This design comes from an exercise in tuning for small area, a short achievable clock period and few clock cycles per item on the open sky130 flow, not from production work.
Where RTL was checked, it was by simulation tests only, not by an equivalence proof against the original.
No activity file was given, so power comes from the tool's default toggle rates.

Design flash_loader_top, start of the top module:
module flash_loader_top #(
    parameter int SEGMENT_WORDS   = 16,
    parameter int FLASH_ADDR_BITS = 12
) (
    input  logic                                    clk,
    input  logic                                    reset_n,
    input  logic                                    stb_i,
    input  logic                                    we_i,
    input  logic [flash_loader_pkg::BUS_WIDTH-1:0]  adr_wr_i,
    input  logic [flash_loader_pkg::BUS_WIDTH-1:0]  adr_rd_i,
    input  logic [flash_loader_pkg::BUS_WIDTH-1:0]  dat_i,
    output logic [flash_loader_pkg::BUS_WIDTH-1:0]  dat_o,
    output logic                                    ack_o,
    input  logic                                    fill_we_i,
    input  logic [$clog2(SEGMENT_WORDS):0]          fill_addr_i,
    input  logic [flash_loader_pkg::WORD_WIDTH-1:0] fill_data_i,
    output logic                                    ping_busy_o,
    output logic                                    pong_busy_o,
    output logic                                    done_o,
    output logic                                    flash_valid_o,
    output logic [FLASH_ADDR_BITS-1:0]              flash_addr_o,
    output logic [flash_loader_pkg::WORD_WIDTH-1:0] flash_data_o,
    input  logic                                    flash_ready_i
);
    localparam int IDX_BITS = $clog2(SEGMENT_WORDS);
    localparam int PTR_BITS = IDX_BITS + 1;
    localparam int CNT_BITS = IDX_BITS + 2;
  ...
==> flow/config.mk <==
export PLATFORM = sky130hd
export DESIGN_NAME = flash_loader_top
export DESIGN_NICKNAME = flash_loader_top
export VERILOG_FILES = /design/flow/design.v
export SDC_FILE = /design/flow/constraint.sdc
export NUM_CORES = 4
export LEC_CHECK = 0
export CAP_MARGIN = 20
export CORE_MARGIN = 2
export CORE_UTILIZATION = 40
export CTS_BUF_LIST = sky130_fd_sc_hd__clkbuf_8
export CTS_CLUSTER_DIAMETER = 70
export CTS_CLUSTER_SIZE = 14
export SETUP_SLACK_MARGIN = 1.7
export SLEW_MARGIN = 20
export SYNTH_HIERARCHICAL = 1
export SYNTH_MINIMUM_KEEP_SIZE = 0
==> flow/constraint.sdc <==
create_clock -name core_clock -period 5.0 [get_ports {clk}]
set_input_delay 1.0000 -clock core_clock [delete_from_list [all_inputs] [get_ports {clk}]]
set_output_delay 1.0000 -clock core_clock [all_outputs]
set_load 0.01 [all_outputs]
run.sh (not shown) runs the stock make flow with config.mk's settings and CLKGATE_MAP_FILE= SYNTH_SCRIPT=/design/flow/synth_recipe.tcl, a recipe that flattens the netlist after the stock synthesis.
Edit:
Settings changed: SETUP_SLACK_MARGIN 1.7 to 2.0.
What happened: The new run passed the timing, DRC and antenna checks. Setup slack improved by 0.35 ns. Non-clock buffer count climbs by 21. Die area stays the same. Via count drops by 0.38%. Fmax climbs by 12%. Wire length barely changes. Combinational power climbs by about 4%. Hold slack got worse by 0.018 ns. Design area climbs by 1.1%.
No functional check of the RTL was part of any run of this note.

* * *

Another version of the RTL of flash_loader_top (not shown whole).
Size: roughly 120 I/O pins, about 0.042 mm^2 of cells after synthesis.
export LEC_CHECK = 0
export CAP_MARGIN = 20
export CORE_MARGIN = 2
export CORE_UTILIZATION = 40
export CTS_BUF_LIST = sky130_fd_sc_hd__clkbuf_8
export CTS_CLUSTER_DIAMETER = 70
export CTS_CLUSTER_SIZE = 14
export SETUP_SLACK_MARGIN = 2.2
export SLEW_MARGIN = 20
export SYNTH_HIERARCHICAL = 1
export SYNTH_MINIMUM_KEEP_SIZE = 0
create_clock -name core_clock -period 5.0 [get_ports {clk}]
standard.sh (not shown) runs the stock make flow with config.mk's settings and CLKGATE_MAP_FILE= SYNTH_SCRIPT=/design/flow/synth_recipe.tcl, a recipe that flattens the netlist after the stock synthesis.
==> flow/flow/run.sh <==
#!/bin/bash
# The standard layout, unchanged except that the input and output port
# buffers are a plain buffer cell instead of the delay cell buffer_ports
# picks by default (timing repair still resizes them where needed).
# make's full output goes to standard.log; ORFS keeps each step's log
# under orfs/logs/.
set -euo pipefail
export BUFFER_PORTS_ARGS="-buffer_cell sky130_fd_sc_hd__buf_1"
bash standard.sh > standard.log 2>&1
The starting point ran to the end with no violations.
Testbench counts at the start, summed over its fixed seeds: cycles 27,394, words 21,815.
Next try:
Settings changed: SETUP_SLACK_MARGIN 2.2 to 2.0.
Via count drops by 0.40%. Hold slack gets worse by 0.0069 ns. Power drops by about 1.2%. Cell count drops by 0.79%. Clock-buffer cell count climbs by 2. First-iteration DRC count drops by about 5.6%. Global-route usage drops by 0.10 points.
Next try:
Settings changed: CORE_UTILIZATION 40 to 50, PLACE_DENSITY set to 0.7, SETUP_SLACK_MARGIN 2.0 to 2.2.
The changed run produced a clean layout. Sequential share of layout area barely changes. Design area is about the same. Sequential cell count does not change. Count of clock-buffer cells in the layout is lower by 2. Non-clock buffer count climbs by 19. Worst setup slack is better by 0.14 ns. Clock skew increases by 0.017 ns.
Next try:
Settings changed: CORE_UTILIZATION 50 to 40, PLACE_DENSITY 0.7 to not set, SETUP_SLACK_MARGIN 2.2 to 2.4.
Result: The new run produced a clean layout. Total power went up by 6.1%. Design area grows by 5.5%. Wire length climbs by 12%.
Next try:
==> flow/run.sh (new file) <==
#!/bin/bash
# synth_recipe.tcl (not shown) runs the flow's synth.tcl, then flattens the netlist and writes it again
# the make line also repeats each setting of config.mk as NAME=value (left out here)
make -C /OpenROAD-flow-scripts/flow DESIGN_CONFIG=/design/flow/config.mk WORK_HOME=/design/flow/orfs CLKGATE_MAP_FILE= SYNTH_SCRIPT=/design/flow/synth_recipe.tcl finish
Settings changed: CAP_MARGIN 20 to 10, CORE_UTILIZATION 40 to 50, PLACE_DENSITY set to 0.7, SETUP_SLACK_MARGIN 2.4 to 2.2, SLEW_MARGIN 20 to 10.
removed: flow/flow/run.sh
removed: flow/standard.sh
Effect: Cell area came out lower by a few percent; utilization climbs by 9.4 points; clock skew went down by 0.018 ns; via count goes down by a few percent; synthesized area does not change; critical path depth goes up by 1; hold slack got worse by 0.017 ns; die area fell by about a fifth.

==> re-timing with driven ports <==
How much do the figures lean on ideal ports? The routed layouts below were timed once more, with nothing changed but the port constraints.
Step 1 sets driving cells, clkbuf_16 on the clock port and buf_2 on the other inputs (assumed; they add their load-dependent delay and slew).
Step 2 also shifts input and output timing later by t, the mid clock arrival at the registers, as if the neighbouring blocks saw the same clock.
Three values: ideal ports, drivers, drivers and shift; two values: the first two.
run | t, ns | slack for setup (ns) | worst hold slack (ns) | worst setup path after step 2 | cell pins on the clock port's net
the first run of note 1 | 0.833 | 1.633 / 1.633 / 0.936 | 0.281 / 0.243 / 0.479 | input to register | 1
the second run of note 1 | 0.840 | 1.987 / 1.967 / 1.205 | 0.263 / 0.226 / 0.482 | input to register | 1
the first run of note 2 | 0.822 | 2.014 / 1.974 / 1.478 | 0.337 / 0.301 / 0.477 | input to register | 1
the second run of note 2 | 0.813 | 1.958 / 1.933 / 1.333 | 0.330 / 0.292 / 0.479 | input to register | 1
the third run of note 2 | 0.803 | 2.094 / 1.956 / 1.588 | 0.155 / 0.115 / 0.475 | input to register | 1
the fourth run of note 2 | 0.805 | 2.015 / 1.975 / 1.801 | 0.319 / 0.293 / 0.487 | input to register | 1
the fifth run of note 2 | 0.814 | 2.085 / 2.029 / 1.509 | 0.302 / 0.262 / 0.474 | input to register | 1
After both steps every run listed still meets setup and hold. The setup slack of the second run of note 1, which loses most, moves by -0.020 ns with the drivers and by -0.782 ns with both steps.
